Background: an optimization exercise with open tools, aiming at small area, a short achievable clock period and few clock cycles per item. Do not read the settings as production practice.
At most, simulation tests tie the RTL to the original design; equivalence was not proved.

==> run B <==
// nch_complex_square
module nch_complex_square
#(
    parameter int WIDTH = 16,
    parameter int NCH   = 4,
    parameter int FRAC  = 14
) (
    input  logic                 clk,
    input  logic                 rst,
    input  logic [NCH*WIDTH-1:0] inReal,
    input  logic [NCH*WIDTH-1:0] inImag,
    input  logic                 inMode,
    input  logic                 inValid,
    output logic                 inReady,
    output logic [NCH*WIDTH-1:0] outReal,
    output logic [NCH*WIDTH-1:0] outImag,
    output logic                 outValid,
    input  logic                 outReady,
    output logic [NCH-1:0]       satFlag
);
Settings: LEC_CHECK=0, CAP_MARGIN=20, CORE_MARGIN=2, CORE_UTILIZATION=40, SETUP_SLACK_MARGIN=5.0, SLEW_MARGIN=20; clock period 9.0 ns.
run.sh (not shown) runs the stock make flow with config.mk's settings and CLKGATE_MAP_FILE= SYNTH_SCRIPT=/design/flow/synth_recipe.tcl, a recipe that flattens the netlist after the stock synthesis.
==> run Y: changes against run B <==
--- a/flow/design.v
+++ b/flow/design.v
@@ -1,10 +1,10 @@
 package nch_csq_pkg;
     localparam logic MODE_SQUARE = 1'b0;
     localparam logic MODE_MAG2   = 1'b1;
     localparam int   RBITS = 47;
-    localparam int   PBITS = 46;
+    localparam int   PBITS = 45;
 endpackage
 module complex_square_lane (
     input  logic [15:0] a,
     input  logic [15:0] b,
     input  logic        mode,
@@ -1011,26 +1011,26 @@
     assign p_222 = (~bp6_16 & bp7_14) | (p_168 & (~bp6_16 ^ bp7_14));
     assign p_223 = ~bp7_15;
     assign p_224 = bp7_15;
     assign pLow = {1'b0, {p_180, p_178, p_176, p_174, p_172, p_170, p_169, bp0_1, bn0}} + {1'b0, {p_181, p_179, p_177, p_175, p_173, p_171, bp1_0, 1'b0, bp0_0}};
     assign rBits = {rLow[10], r_127, r_126, r_125, r_124, r_123, r_122, r_121, r_120, r_119, r_118, r_117, r_116, r_115, r_114, r_113, r_112, r_111, r_110, r_109, r_108, r_107, r_106, r_105, r_104, r_103, r_102, r_101, r_100, r_99, r_98, r_97, r_96, r_95, r_94, r_93, r_92, r_91, r_90, r_89, r_88, r_87, r_86, r_85, r_84, r_83, r_82};
-    assign pBits = {pLow[9], 1'b1, ~bp7_16, p_224, p_223, p_222, p_221, p_220, p_219, p_218, p_217, p_216, p_215, p_214, p_213, p_212, p_211, p_210, p_209, p_208, p_207, p_206, p_205, p_204, p_203, p_202, p_201, p_200, p_199, p_198, p_197, p_196, p_195, p_194, p_193, p_192, p_191, p_190, p_189, p_188, p_187, p_186, p_185, p_184, p_183, p_182};
+    assign pBits = {pLow[9], ~bp7_16, p_224, p_223, p_222, p_221, p_220, p_219, p_218, p_217, p_216, p_215, p_214, p_213, p_212, p_211, p_210, p_209, p_208, p_207, p_206, p_205, p_204, p_203, p_202, p_201, p_200, p_199, p_198, p_197, p_196, p_195, p_194, p_193, p_192, p_191, p_190, p_189, p_188, p_187, p_186, p_185, p_184, p_183, p_182};
 endmodule
 module csq_final_r (
     input  logic [46:0] bits,
     output logic [18:0] top
 );
     logic [22:0] sum;
     assign sum = {bits[44], bits[42], bits[40], bits[38], bits[36], bits[34], bits[32], bits[30], bits[28], bits[26], bits[24], bits[22], bits[20], bits[18], bits[16], bits[14], bits[12], bits[10], bits[8], bits[6], bits[4], bits[2], bits[0]} + {bits[45], bits[43], bits[41], bits[39], bits[37], bits[35], bits[33], bits[31], bits[29], bits[27], bits[25], bits[23], bits[21], bits[19], bits[17], bits[15], bits[13], bits[11], bits[9], bits[7], bits[5], bits[3], bits[1]} + 23'(bits[46]);
     assign top = sum[22:4];
 endmodule
 module csq_final_p (
-    input  logic [45:0] bits,
+    input  logic [44:0] bits,
     output logic [18:0] top
 );
     logic [22:0] sum;
-    assign sum = {bits[44], bits[42], bits[40], bits[38], bits[36], bits[34], bits[32], bits[30], bits[28], bits[26], bits[24], bits[22], bits[20], bits[18], bits[16], bits[14], bits[12], bits[10], bits[8], bits[6], bits[4], bits[2], bits[0]} + {1'b0, bits[43], bits[41], bits[39], bits[37], bits[35], bits[33], bits[31], bits[29], bits[27], bits[25], bits[23], bits[21], bits[19], bits[17], bits[15], bits[13], bits[11], bits[9], bits[7], bits[5], bits[3], bits[1]} + 23'(bits[45]);
+    assign sum = {1'b1, bits[42], bits[40], bits[38], bits[36], bits[34], bits[32], bits[30], bits[28], bits[26], bits[24], bits[22], bits[20], bits[18], bits[16], bits[14], bits[12], bits[10], bits[8], bits[6], bits[4], bits[2], bits[0]} + {1'b0, bits[43], bits[41], bits[39], bits[37], bits[35], bits[33], bits[31], bits[29], bits[27], bits[25], bits[23], bits[21], bits[19], bits[17], bits[15], bits[13], bits[11], bits[9], bits[7], bits[5], bits[3], bits[1]} + 23'(bits[44]);
     assign top = sum[22:4];
 endmodule
 module nch_complex_square
 #(
     parameter int WIDTH = 16,
==> flow/flow/run.sh (new file) <==
#!/bin/bash
# Layout flow: the standard layout, with two changes:
# - synthesis: the coarse-to-fine synth step runs without its quick ABC pass,
#   so that extract_fa sees the design's full adders as written (the ABC pass
#   rewrites their polarity and leaves inverters between adders). The final
#   ABC mapping, the flip-flop mapping and the rest are the standard ones.
# - placement: every input and output port still gets its buffer, but a plain
#   buf_1 (resized later where timing needs it) instead of the delay cell
#   clkdlybuf4s50_1 that buffer_ports picks by default.
set -euo pipefail
work=$(pwd)
# The synthesis script: the standard flow's own, with its synth wrapper adding -noabc to
# the "fine:" run only.
sed '1s/.*/proc synth {args} { if {[lsearch -exact $args "fine:"] >= 0} { yosys synth -nofsm -noshare -noabc {*}$args } else { yosys synth -nofsm -noshare {*}$args } }/' \
  "$work/synth_recipe.tcl" > "$work/noabc_synth.tcl"
grep -q 'noabc' "$work/noabc_synth.tcl"
sed "s#/synth_recipe.tcl#/noabc_synth.tcl#" "$work/standard.sh" > "$work/noabc_standard.sh"
grep -q 'noabc_synth.tcl' "$work/noabc_standard.sh"
bash "$work/noabc_standard.sh" "BUFFER_PORTS_ARGS=-buffer_cell sky130_fd_sc_hd__buf_1" finish > "$work/flow_make.log" 2>&1
==> flow/standard.sh (new file) <==
#!/bin/bash
# synth_recipe.tcl (not shown) runs the flow's synth.tcl, then flattens the netlist and writes it again
# the make line also repeats each setting of config.mk as NAME=value (left out here)
make -C /OpenROAD-flow-scripts/flow DESIGN_CONFIG=/design/flow/config.mk WORK_HOME=/design/flow/orfs CLKGATE_MAP_FILE= SYNTH_SCRIPT=/design/flow/synth_recipe.tcl "${@:-finish}"
removed: flow/run.sh
==> run Z: changes against run B <==
--- a/flow/design.v
+++ b/flow/design.v
@@ -1,10 +1,10 @@
 package nch_csq_pkg;
     localparam logic MODE_SQUARE = 1'b0;
     localparam logic MODE_MAG2   = 1'b1;
     localparam int   RBITS = 47;
-    localparam int   PBITS = 46;
+    localparam int   PBITS = 45;
 endpackage
 module complex_square_lane (
     input  logic [15:0] a,
     input  logic [15:0] b,
     input  logic        mode,
@@ -1011,26 +1011,26 @@
     assign p_222 = (~bp6_16 & bp7_14) | (p_168 & (~bp6_16 ^ bp7_14));
     assign p_223 = ~bp7_15;
     assign p_224 = bp7_15;
     assign pLow = {1'b0, {p_180, p_178, p_176, p_174, p_172, p_170, p_169, bp0_1, bn0}} + {1'b0, {p_181, p_179, p_177, p_175, p_173, p_171, bp1_0, 1'b0, bp0_0}};
     assign rBits = {rLow[10], r_127, r_126, r_125, r_124, r_123, r_122, r_121, r_120, r_119, r_118, r_117, r_116, r_115, r_114, r_113, r_112, r_111, r_110, r_109, r_108, r_107, r_106, r_105, r_104, r_103, r_102, r_101, r_100, r_99, r_98, r_97, r_96, r_95, r_94, r_93, r_92, r_91, r_90, r_89, r_88, r_87, r_86, r_85, r_84, r_83, r_82};
-    assign pBits = {pLow[9], 1'b1, ~bp7_16, p_224, p_223, p_222, p_221, p_220, p_219, p_218, p_217, p_216, p_215, p_214, p_213, p_212, p_211, p_210, p_209, p_208, p_207, p_206, p_205, p_204, p_203, p_202, p_201, p_200, p_199, p_198, p_197, p_196, p_195, p_194, p_193, p_192, p_191, p_190, p_189, p_188, p_187, p_186, p_185, p_184, p_183, p_182};
+    assign pBits = {pLow[9], ~bp7_16, p_224, p_223, p_222, p_221, p_220, p_219, p_218, p_217, p_216, p_215, p_214, p_213, p_212, p_211, p_210, p_209, p_208, p_207, p_206, p_205, p_204, p_203, p_202, p_201, p_200, p_199, p_198, p_197, p_196, p_195, p_194, p_193, p_192, p_191, p_190, p_189, p_188, p_187, p_186, p_185, p_184, p_183, p_182};
 endmodule
 module csq_final_r (
     input  logic [46:0] bits,
     output logic [18:0] top
 );
     logic [22:0] sum;
     assign sum = {bits[44], bits[42], bits[40], bits[38], bits[36], bits[34], bits[32], bits[30], bits[28], bits[26], bits[24], bits[22], bits[20], bits[18], bits[16], bits[14], bits[12], bits[10], bits[8], bits[6], bits[4], bits[2], bits[0]} + {bits[45], bits[43], bits[41], bits[39], bits[37], bits[35], bits[33], bits[31], bits[29], bits[27], bits[25], bits[23], bits[21], bits[19], bits[17], bits[15], bits[13], bits[11], bits[9], bits[7], bits[5], bits[3], bits[1]} + 23'(bits[46]);
     assign top = sum[22:4];
 endmodule
 module csq_final_p (
-    input  logic [45:0] bits,
+    input  logic [44:0] bits,
     output logic [18:0] top
 );
     logic [22:0] sum;
-    assign sum = {bits[44], bits[42], bits[40], bits[38], bits[36], bits[34], bits[32], bits[30], bits[28], bits[26], bits[24], bits[22], bits[20], bits[18], bits[16], bits[14], bits[12], bits[10], bits[8], bits[6], bits[4], bits[2], bits[0]} + {1'b0, bits[43], bits[41], bits[39], bits[37], bits[35], bits[33], bits[31], bits[29], bits[27], bits[25], bits[23], bits[21], bits[19], bits[17], bits[15], bits[13], bits[11], bits[9], bits[7], bits[5], bits[3], bits[1]} + 23'(bits[45]);
+    assign sum = {1'b1, bits[42], bits[40], bits[38], bits[36], bits[34], bits[32], bits[30], bits[28], bits[26], bits[24], bits[22], bits[20], bits[18], bits[16], bits[14], bits[12], bits[10], bits[8], bits[6], bits[4], bits[2], bits[0]} + {1'b0, bits[43], bits[41], bits[39], bits[37], bits[35], bits[33], bits[31], bits[29], bits[27], bits[25], bits[23], bits[21], bits[19], bits[17], bits[15], bits[13], bits[11], bits[9], bits[7], bits[5], bits[3], bits[1]} + 23'(bits[44]);
     assign top = sum[22:4];
 endmodule
 module nch_complex_square
 #(
     parameter int WIDTH = 16,
==> flow/flow/run.sh (new file) <==
#!/bin/bash
# Layout flow: the standard layout, with two changes:
# - synthesis: the coarse-to-fine synth step runs without its quick ABC pass,
#   so that extract_fa sees the design's full adders as written (the ABC pass
#   rewrites their polarity and leaves inverters between adders). The final
#   ABC mapping, the flip-flop mapping and the rest are the standard ones.
# - placement: every input and output port still gets its buffer, but a plain
#   buf_1 (resized later where timing needs it) instead of the delay cell
#   clkdlybuf4s50_1 that buffer_ports picks by default.
set -euo pipefail
work=$(pwd)
# The synthesis script: the standard flow's own, with its synth wrapper adding -noabc to
# the "fine:" run only.
sed '1s/.*/proc synth {args} { if {[lsearch -exact $args "fine:"] >= 0} { yosys synth -nofsm -noshare -noabc {*}$args } else { yosys synth -nofsm -noshare {*}$args } }/' \
  "$work/synth_recipe.tcl" > "$work/noabc_synth.tcl"
grep -q 'noabc' "$work/noabc_synth.tcl"
sed "s#/synth_recipe.tcl#/noabc_synth.tcl#" "$work/standard.sh" > "$work/noabc_standard.sh"
grep -q 'noabc_synth.tcl' "$work/noabc_standard.sh"
bash "$work/noabc_standard.sh" "BUFFER_PORTS_ARGS=-buffer_cell sky130_fd_sc_hd__buf_1" finish > "$work/flow_make.log" 2>&1
==> flow/standard.sh (new file) <==
#!/bin/bash
# synth_recipe.tcl (not shown) runs the flow's synth.tcl, then flattens the netlist and writes it again
# the make line also repeats each setting of config.mk as NAME=value (left out here)
make -C /OpenROAD-flow-scripts/flow DESIGN_CONFIG=/design/flow/config.mk WORK_HOME=/design/flow/orfs CLKGATE_MAP_FILE= SYNTH_SCRIPT=/design/flow/synth_recipe.tcl "${@:-finish}"
- SETUP_SLACK_MARGIN: 5.0 -> 4.85
- TNS_END_PERCENT: not set -> 0
removed: flow/run.sh
==> results.cfg <==
[setup_path]
path_cells = buf_2 -> nand2b_4 -> buf_12 -> buf_6
worstReg2RegStart = s1Imag[37]
crit_slowest_cell = buf_12

[synthesis]
synth_common_cells = 1200 x fa_1, 748 x and2_1, 699 x xnor2_1

[timing]
fin_hold_ws_ns = 0.459
fmax_ghz = 0.234

[pwr]
swShare_pct = 44.8

[outcome]
status = complete, no violations

[clock_network]
cts_resized = 5

[cells_and_area]
inverters = 394
seq_area_share_pct = 22.4
# the run above: run Z

==> results.cfg <==
[pwr]
swShare_pct = 45.4

[timing]
fmax_ghz = 0.246
fin_hold_ws_ns = 0.452

[cells_and_area]
seq_area_share_pct = 20.3
inverters = 1208

[outcome]
status = complete, no violations

[clock_network]
cts_resized = 315

[synthesis]
synth_common_cells = 1196 x fa_1, 1194 x inv_1, 643 x nand2_1
# the run above: run B

==> results.cfg <==
[outcome]
status = complete, no violations

[clock_network]
cts_resized = 385

[setup_path]
worstReg2RegStart = s1Real[44]
path_cells = buf_8 -> nand2b_4 -> buf_8

[pwr]
swShare_pct = 44.0

[cells_and_area]
inverters = 394
seq_area_share_pct = 20.8

[timing]
fmax_ghz = 0.241
fin_hold_ws_ns = 0.469
# the run above: run Y

Testbench counts of run Y, summed over its fixed seeds: cycles 12,024, items 12,000.
Testbench counts of run Z, summed over its fixed seeds: cycles 12,024, items 12,000.
Only the layout flow was run in run B; the RTL was not checked for function there.

-- afterwards: timing with drivers on the ports --
How much do the figures lean on ideal ports? The routed layouts below were timed once more, with nothing changed but the port constraints. Step 1, drivers: a clkbuf_16 drives clk and a buf_2 each remaining input, both assumed. Step 2, shift: input delay + t, output delay - t, t = (earliest + latest rising clock arrival at the registers) / 2. This alone moves slack from input paths to output paths. Slacks: ideal / step 1 / step 2; pairs: ideal / step 1.
run	shift t [ns]	setup WS [ns]	worst data-port slew with drivers (ns)
run B	0.792	4.937 / 4.937 / 4.450	0.10
run Y	0.806	4.859 / 4.820 / 4.481	0.10
run Z	0.806	4.731 / 4.710 / 4.432	0.13
After both steps every run listed still meets setup and hold. The setup slack of run B, which loses most, moves by 0.000 ns with the drivers and by -0.487 ns with both steps.
